Source: an optimization exercise on an open RTL-to-GDS flow (aim: small area and a short achievable clock period). Production flows keep margins and buffers that such runs may drop. Function was checked by simulation only, so behaviour that the tests miss may differ from the original.

==> flow/design.v (excerpt) <==
module awgn_gen (
	input  wire logic clk,
	input  wire logic rst_n,
	input  wire logic run,
	input  wire logic [snr_pkg::snr_width-1:0] snr_db,
	input  wire logic snr_load,
	output logic signed [awgn_pkg::sample_width-1:0] awgn_out,
	output logic signed [awgn_pkg::quant_width-1:0] awgn_out_quant,
	output logic signed [snr_pkg::noise_width-1:0] noise_out,
	output logic sample_valid,
	output logic snr_err
);
Size in the first run: about 870 cells after synthesis, roughly 89 flip-flops.
Settings: LEC_CHECK=0, ABC_CLOCK_PERIOD_IN_PS=2000, CAP_MARGIN=20, CORE_MARGIN=2, CORE_UTILIZATION=60, SETUP_SLACK_MARGIN=4.8, SLEW_MARGIN=20, SYNTH_MEMORY_MAX_BITS=16384; clock period 7.5 ns.
standard.sh (not shown) runs the stock make flow with config.mk's settings and CLKGATE_MAP_FILE= SYNTH_SCRIPT=/design/flow/synth_recipe.tcl, a recipe that flattens the netlist after the stock synthesis.
==> flow/flow/run.sh <==
#!/bin/bash
# Standard layout, with the port buffers made from buf_2 cells instead of
# the default pick (a slow delay buffer). Each tool's output goes to a log here.
set -euo pipefail
export BUFFER_PORTS_ARGS="-buffer_cell sky130_fd_sc_hd__buf_2"
export RECOVER_POWER=100
bash standard.sh > standard_make.log 2>&1
The baseline finished but failed the layout checks on capacitance limit, slew limit.
Change:
--- a/flow/flow/run.sh
+++ b/flow/flow/run.sh
@@ -6 +5,0 @@
-export RECOVER_POWER=100
SETUP_SLACK_MARGIN = 4.7   (was 4.8)
What happened:
- This time the run produced a clean layout
- die area stays the same
- worst setup slack improves by 0.91 ns
- synthesized cell count does not change
- maximum frequency rises by 32%
- count of clock-buffer cells in the layout falls by 2
- final cell count falls by about 1.3%
- routed wire length falls by 1.2%
Change:
CTS_BUF_LIST = sky130_fd_sc_hd__clkbuf_4 sky130_fd_sc_hd__clkbuf_8   (was default)
CTS_CLUSTER_SIZE = 30   (was default)
SETUP_SLACK_MARGIN = 4.8   (was 4.7)
What happened: The new run produced a clean layout. Synthesized area does not change. Cell area rises slightly. Core utilization rises by 0.52 points. Worst hold slack gains 0.013 ns. Register-to-register slack is better by 0.14 ns. Wire length is about the same. Count of clock-buffer cells in the layout came out higher by 2.
Change:
==> flow/run.sh (new file) <==
#!/bin/bash
# synth_recipe.tcl (not shown) runs the flow's synth.tcl, then flattens the netlist and writes it again
# the make line also repeats each setting of config.mk as NAME=value (left out here)
make -C /OpenROAD-flow-scripts/flow DESIGN_CONFIG=/design/flow/config.mk WORK_HOME=/design/flow/orfs CLKGATE_MAP_FILE= SYNTH_SCRIPT=/design/flow/synth_recipe.tcl finish
CORE_UTILIZATION = 40   (was 60)
CTS_BUF_LIST = default   (was sky130_fd_sc_hd__clkbuf_4 sky130_fd_sc_hd__clkbuf_8)
CTS_CLUSTER_SIZE = default   (was 30)
SETUP_SLACK_MARGIN = 4.6   (was 4.8)
removed: flow/flow/run.sh
removed: flow/standard.sh
Die area goes up by 48%.
Global-route usage goes down by 8.7 points.
Routed wire length goes down by about 1.3%.
Count of clock-buffer cells in the layout goes up by 1.
Final area goes up by 5.9%.
Final cell count goes up by 9.6%.
Change:
==> flow/flow/run.sh (new file) <==
#!/bin/bash
# Standard layout, with the port buffers made from buf_2 cells instead of
# the default pick (a slow delay buffer). Each tool's output goes to a log here.
set -euo pipefail
export BUFFER_PORTS_ARGS="-buffer_cell sky130_fd_sc_hd__buf_2"
bash standard.sh > standard_make.log 2>&1
==> flow/standard.sh (new file) <==
#!/bin/bash
# synth_recipe.tcl (not shown) runs the flow's synth.tcl, then flattens the netlist and writes it again
# the make line also repeats each setting of config.mk as NAME=value (left out here)
make -C /OpenROAD-flow-scripts/flow DESIGN_CONFIG=/design/flow/config.mk WORK_HOME=/design/flow/orfs CLKGATE_MAP_FILE= SYNTH_SCRIPT=/design/flow/synth_recipe.tcl "${@:-finish}"
CORE_UTILIZATION = 60   (was 40)
SETUP_SLACK_MARGIN = 5.0   (was 4.6)
removed: flow/run.sh
Outcome: The changed run ran to the end with no violations; hold slack improves by 0.014 ns; cell count decreases by 3.4%; maximum frequency increases by about 8%; register-to-register slack improves by 0.15 ns; count of clock-buffer cells in the layout does not change; die area decreases by about 33%; wire length increases by 14%; worst setup slack improves by 0.22 ns.
Change:
SETUP_SLACK_MARGIN = 4.8   (was 5.0)
Outcome: The new run finished clean; die area does not change; synthesized cell count is unchanged; wire length is lower by 10%; final cell count is lower by 5.0%; cell area is lower by 9.6%; core utilization is lower by 7.4 points; non-clock buffer count is lower by 58; clock-buffer cell count is lower by 1.


Setup of north:
Another version of the RTL of awgn_gen (not shown whole).
For scale: roughly 1000 cells after synthesis.
==> flow/config.mk <==
export PLATFORM = sky130hd
export DESIGN_NAME = awgn_gen
export DESIGN_NICKNAME = awgn_gen
export VERILOG_FILES = /design/flow/design.v
export SDC_FILE = /design/flow/constraint.sdc
export NUM_CORES = 4
export LEC_CHECK = 0
export CAP_MARGIN = 20
export CORE_MARGIN = 2
export CORE_UTILIZATION = 60
export CTS_BUF_LIST = sky130_fd_sc_hd__clkbuf_4 sky130_fd_sc_hd__clkbuf_8
export CTS_CLUSTER_SIZE = 30
export SETUP_SLACK_MARGIN = 4.8
export SLEW_MARGIN = 20
export SYNTH_MEMORY_MAX_BITS = 16384
==> flow/constraint.sdc <==
create_clock -name core_clock -period 7.5 [get_ports {clk}]
set_input_delay 1.5000 -clock core_clock [delete_from_list [all_inputs] [get_ports {clk}]]
set_output_delay 1.5000 -clock core_clock [all_outputs]
set_load 0.01 [all_outputs]
==> flow/flow/run.sh <==
#!/bin/bash
# Standard synthesis, then the combinational logic is mapped again by ABC
# with a delay target. The registers and tie cells are kept as they are (same
# instances, names and cells); the run checks that and falls back to the
# standard netlist otherwise. Then the standard layout from floorplan on,
# with buf_1 port buffers. Each tool's output goes to a log here.
set -euo pipefail
here=$(pwd)
export BUFFER_PORTS_ARGS="-buffer_cell sky130_fd_sc_hd__buf_1"
YOSYS=${FLOW_HOME}/../tools/install/yosys/bin/yosys
PLAT=${FLOW_HOME}/platforms/${FLOW_PLATFORM}
LIB=${PLAT}/lib/sky130_fd_sc_hd__tt_025C_1v80.lib
RES=${here}/orfs/results/${FLOW_PLATFORM}/awgn_gen/base

bash standard.sh synth > standard_synth.log 2>&1

cp "${RES}/1_2_yosys.v" "${here}/synth_standard.v"
DONT_USE=$(sed -n '/DONT_USE_CELLS += /,/^$/p' "${PLAT}/config.mk" | tr -d '\\' | tr ' ' '\n' | grep '^sky130' | sed 's/^/-dont_use /' | tr '\n' ' ')
printf 'set_driving_cell sky130_fd_sc_hd__buf_1\nset_load 5\n' > "${here}/remap.constr"

# 1. flatten the combinational cells into logic, keep registers and tie cells
#    as instances, and map the logic again
cat > "${here}/remap.ys" <<EOY
read_liberty -ignore_miss_func ${LIB}
read_verilog ${here}/synth_standard.v
hierarchy -top ${FLOW_TOP}
setattr -mod -set keep_hierarchy 1 sky130_fd_sc_hd__*df* sky130_fd_sc_hd__conb_1
flatten
select ${FLOW_TOP}
rename -hide w:*.*
select -clear
opt -purge
abc -script ${here}/flow/remap.abc -liberty ${LIB} ${DONT_USE} -constr ${here}/remap.constr -D 1400
opt_clean -purge
select ${FLOW_TOP}
write_verilog -noattr -nohex -nodec -selected ${here}/synth_remap_raw.v
EOY
"${YOSYS}" -s "${here}/remap.ys" > remap_yosys.log 2>&1

# 2. connect output ports straight to their drivers again
python3 "${here}/flow/fix_aliases.py" "${here}/synth_remap_raw.v" "${here}/synth_remap_fixed.v" > fix_aliases.log 2>&1

# 3. tie cells and pass-through buffers as the standard synthesis makes them
cat > "${here}/remap2.ys" <<EOY
read_liberty -lib ${LIB}
read_verilog ${here}/synth_remap_fixed.v
hierarchy -check -top ${FLOW_TOP}
hilomap -singleton -hicell sky130_fd_sc_hd__conb_1 HI -locell sky130_fd_sc_hd__conb_1 LO
splitnets
opt_clean -purge
insbuf -buf sky130_fd_sc_hd__buf_4 A X
opt_clean -purge
write_verilog -noattr -nohex -nodec ${here}/synth_remapped.v
EOY
"${YOSYS}" -s "${here}/remap2.ys" > remap2_yosys.log 2>&1

# the registers must be the standard synthesis's, instance for instance
grep -E '^\s+sky130_fd_sc_hd__\S*df\S* ' "${here}/synth_standard.v" | sort > flops_standard.txt
grep -E '^\s+sky130_fd_sc_hd__\S*df\S* ' "${here}/synth_remapped.v" | sort > flops_remapped.txt
if [[ -s flops_standard.txt ]] && cmp -s flops_standard.txt flops_remapped.txt && ! grep -q '^\s*assign ' "${here}/synth_remapped.v"; then
	cp "${here}/synth_remapped.v" "${RES}/1_2_yosys.v"
	rm -f "${RES}/1_synth.odb" "${RES}/1_synth.sdc"
	echo "using the remapped netlist" >> remap_yosys.log
else
	echo "remap changed the registers or left assigns; using the standard netlist" >> remap_yosys.log
fi

bash standard.sh > standard_make.log 2>&1
==> flow/flow/remap.abc <==
strash
dch -f
map -D 1400
topo
buffer -p
upsize -D 1400
dnsize -D 1400
Other scripts of this flow, unchanged in this note and not shown: flow/flow/fix_aliases.py
north reached the end of the flow, and the finished layout is clean on the timing, DRC and antenna checks.
Changes in south relative to north:
# north
export LEC_CHECK = 0
export CAP_MARGIN = 20
export CORE_MARGIN = 2
export CORE_UTILIZATION = 60
export CTS_BUF_LIST = sky130_fd_sc_hd__clkbuf_4 sky130_fd_sc_hd__clkbuf_8
export CTS_CLUSTER_SIZE = 30
export SETUP_SLACK_MARGIN = 4.8
export SLEW_MARGIN = 20
export SYNTH_MEMORY_MAX_BITS = 16384
create_clock -name core_clock -period 7.5 [get_ports {clk}]
# south
export LEC_CHECK = 0
export CAP_MARGIN = 20
export CORE_MARGIN = 2
export CORE_UTILIZATION = 70
export CTS_BUF_LIST = sky130_fd_sc_hd__clkbuf_4 sky130_fd_sc_hd__clkbuf_8
export CTS_CLUSTER_SIZE = 30
export SETUP_SLACK_MARGIN = 4.9
export SLEW_MARGIN = 20
export SYNTH_MEMORY_MAX_BITS = 16384
create_clock -name core_clock -period 7.5 [get_ports {clk}]
### Flow results
- The higher final cell count came out of north.
- Via count on south is up relative to north.
- Setup slack in south vs north: up 0.085 ns
- Looking at south and north, the synthesized cell count is a wash.
- Detail-routed via count per cell in south is 0.33 higher than in north
- Between north and south, the flow reports die area decreasing by more than 10%.
- south: first-pass GRT wire length is about 3.7% higher than what north reported.
The inputs of east differ from those of south as listed below.
# south
export LEC_CHECK = 0
export CAP_MARGIN = 20
export CORE_MARGIN = 2
export CORE_UTILIZATION = 70
export CTS_BUF_LIST = sky130_fd_sc_hd__clkbuf_4 sky130_fd_sc_hd__clkbuf_8
export CTS_CLUSTER_SIZE = 30
export SETUP_SLACK_MARGIN = 4.9
export SLEW_MARGIN = 20
export SYNTH_MEMORY_MAX_BITS = 16384
create_clock -name core_clock -period 7.5 [get_ports {clk}]
# east
export LEC_CHECK = 0
export CAP_MARGIN = 20
export CORE_MARGIN = 2
export CORE_UTILIZATION = 60
export CTS_BUF_LIST = sky130_fd_sc_hd__clkbuf_8 sky130_fd_sc_hd__clkbuf_16
export CTS_CLUSTER_DIAMETER = 100
export CTS_CLUSTER_SIZE = 50
export SETUP_SLACK_MARGIN = 4.8
export SLEW_MARGIN = 20
export SYNTH_MEMORY_MAX_BITS = 16384
create_clock -name core_clock -period 7.5 [get_ports {clk}]
--- outcome ---
- Looking at net total in the final layout, east sits below south.
- Side by side, final critical path time including I/O delays and setup turned out higher in east than in south.
- Going from south to east, layout buffer count excluding clock buffers fell by about 10%; well tap count increased 8.1%; wire length of the first global-routing pass lost 1.2 mm.
- Final-layout worst hold slack for east is higher than for south.
- Going from south to east, number of non-filler instances in the completed layout went up about 0.4%; pre-CTS worst setup slack went down 0.65 ns; setup slack went down 0.11 ns.
> inputs changed (east -> west)
# east
export LEC_CHECK = 0
export CAP_MARGIN = 20
export CORE_MARGIN = 2
export CORE_UTILIZATION = 60
export CTS_BUF_LIST = sky130_fd_sc_hd__clkbuf_8 sky130_fd_sc_hd__clkbuf_16
export CTS_CLUSTER_DIAMETER = 100
export CTS_CLUSTER_SIZE = 50
export SETUP_SLACK_MARGIN = 4.8
export SLEW_MARGIN = 20
export SYNTH_MEMORY_MAX_BITS = 16384
create_clock -name core_clock -period 7.5 [get_ports {clk}]
# west
export LEC_CHECK = 0
export CAP_MARGIN = 20
export CORE_MARGIN = 2
export CORE_UTILIZATION = 60
export CTS_BUF_LIST = sky130_fd_sc_hd__clkbuf_4 sky130_fd_sc_hd__clkbuf_8
export CTS_CLUSTER_SIZE = 30
export SETUP_SLACK_MARGIN = 4.9
export SLEW_MARGIN = 20
export SYNTH_MEMORY_MAX_BITS = 16384
create_clock -name core_clock -period 7.5 [get_ports {clk}]
diff --git a/flow/flow/run.sh b/flow/flow/run.sh
--- a/flow/flow/run.sh
+++ b/flow/flow/run.sh
@@ -31,5 +31,5 @@
 select -clear
 opt -purge
-abc -script ${here}/flow/remap.abc -liberty ${LIB} ${DONT_USE} -constr ${here}/remap.constr -D 1400
+abc -script ${here}/flow/remap.abc -liberty ${LIB} ${DONT_USE} -constr ${here}/remap.constr -D 1200
 opt_clean -purge
 select ${FLOW_TOP}
==> flow/flow/remap.abc <==
strash
dch -f
map -D 1200
topo
buffer -p
upsize -D 1200
dnsize -D 1200
--- outcome ---
Status | east and west | clean
The cell count after synthesis of west exceeds that of east by 107.
In the metrics for east and west, the one carrying the lower via count is east.
Diff east -> west | final worst hold slack | decrease of 0.010 ns
Relative to east, the worst setup slack after layout of west is higher by 0.10 ns.
On slack of the worst reg-to-reg path, east loses to west.
Total CTS buffers: east vs west, no meaningful difference
What middle does differently from west at the input level:
# west
export LEC_CHECK = 0
export CAP_MARGIN = 20
export CORE_MARGIN = 2
export CORE_UTILIZATION = 60
export CTS_BUF_LIST = sky130_fd_sc_hd__clkbuf_4 sky130_fd_sc_hd__clkbuf_8
export CTS_CLUSTER_SIZE = 30
export SETUP_SLACK_MARGIN = 4.9
export SLEW_MARGIN = 20
export SYNTH_MEMORY_MAX_BITS = 16384
create_clock -name core_clock -period 7.5 [get_ports {clk}]
# middle
export LEC_CHECK = 0
export CAP_MARGIN = 20
export CORE_MARGIN = 2
export CORE_UTILIZATION = 60
export CTS_BUF_LIST = sky130_fd_sc_hd__clkbuf_8
export CTS_CLUSTER_SIZE = 30
export SETUP_SLACK_MARGIN = 4.9
export SLEW_MARGIN = 20
export SYNTH_MEMORY_MAX_BITS = 16384
create_clock -name core_clock -period 7.5 [get_ports {clk}]
diff --git a/flow/flow/run.sh b/flow/flow/run.sh
--- a/flow/flow/run.sh
+++ b/flow/flow/run.sh
@@ -31,5 +31,5 @@
 select -clear
 opt -purge
-abc -script ${here}/flow/remap.abc -liberty ${LIB} ${DONT_USE} -constr ${here}/remap.constr -D 1200
+abc -script ${here}/flow/remap.abc -liberty ${LIB} ${DONT_USE} -constr ${here}/remap.constr -D 1400
 opt_clean -purge
 select ${FLOW_TOP}
==> flow/flow/remap.abc <==
strash
dch -f
map -D 1400
topo
buffer -p
upsize -D 1400
dnsize -D 1400
### Flow results
Compared with west, average cell area after synthesis in middle increased by a few percent.
Critical path launch point: clt_sum_i.sum_word[2]$_DFFE_PN0P_ -> middle, noise_scale_i.quant[4]$_DFF_PN0_ -> west
There was hardly any difference in final clock period utilization by the worst path between middle and west.
Final area for middle: about 6% down relative to west
Lower largest stage delay on the critical path among middle and west: middle
Per the comparison of middle with west, smallest hold slack +0.017 ns, met1 track demand over resource in global routing -1.7 points.

## separate check: timing with driven ports
Ports are ideal in the flow. The routed layouts listed here were re-timed in OpenROAD.
Step 1 assumes that a clkbuf_16 drives the clock port and a buf_2 every other input.
Step 2 adds t to the input delays and takes it off the output delays; t is the mean of the earliest and latest rising clock arrival at the registers after step 1. Input paths then give back, and output paths get back, about the clock's delay inside the block.
a / b / c = ideal / step 1 / step 2; a / b = the first two.
run	shift t [ns]	setup slack, ns	hold slack, ns	slew at the worst register clock pin (ns)	cell pins on the clock port's net
the first run of note 1	0.393	3.763 / 3.763 / 3.763	0.360 / 0.360 / 0.360	0.07 / 0.07	1
the second run of note 1	0.396	4.677 / 4.677 / 4.677	0.352 / 0.352 / 0.352	0.07 / 0.07	1
the third run of note 1	0.412	4.821 / 4.801 / 4.821	0.365 / 0.365 / 0.365	0.10 / 0.10	1
the fourth run of note 1	0.390	4.644 / 4.604 / 4.436	0.353 / 0.353 / 0.353	0.07 / 0.07	1
the fifth run of note 1	0.397	4.866 / 4.850 / 4.836	0.367 / 0.367 / 0.367	0.07 / 0.07	1
the sixth run of note 1	0.391	4.842 / 4.810 / 4.839	0.359 / 0.359 / 0.359	0.07 / 0.07	1
north	0.424	4.861 / 4.825 / 4.611	0.374 / 0.374 / 0.374	0.11 / 0.11	1
south	0.424	4.945 / 4.907 / 4.668	0.361 / 0.361 / 0.361	0.10 / 0.10	1
east	0.388	4.833 / 4.843 / 4.455	0.367 / 0.367 / 0.367	0.08 / 0.08	1
west	0.426	4.935 / 4.895 / 4.685	0.357 / 0.357 / 0.357	0.11 / 0.11	1
middle	0.426	4.941 / 4.906 / 4.629	0.374 / 0.374 / 0.374	0.11 / 0.11	1
The setup slack of east, which loses most, moves by +0.010 ns with the drivers and by -0.378 ns with both steps.
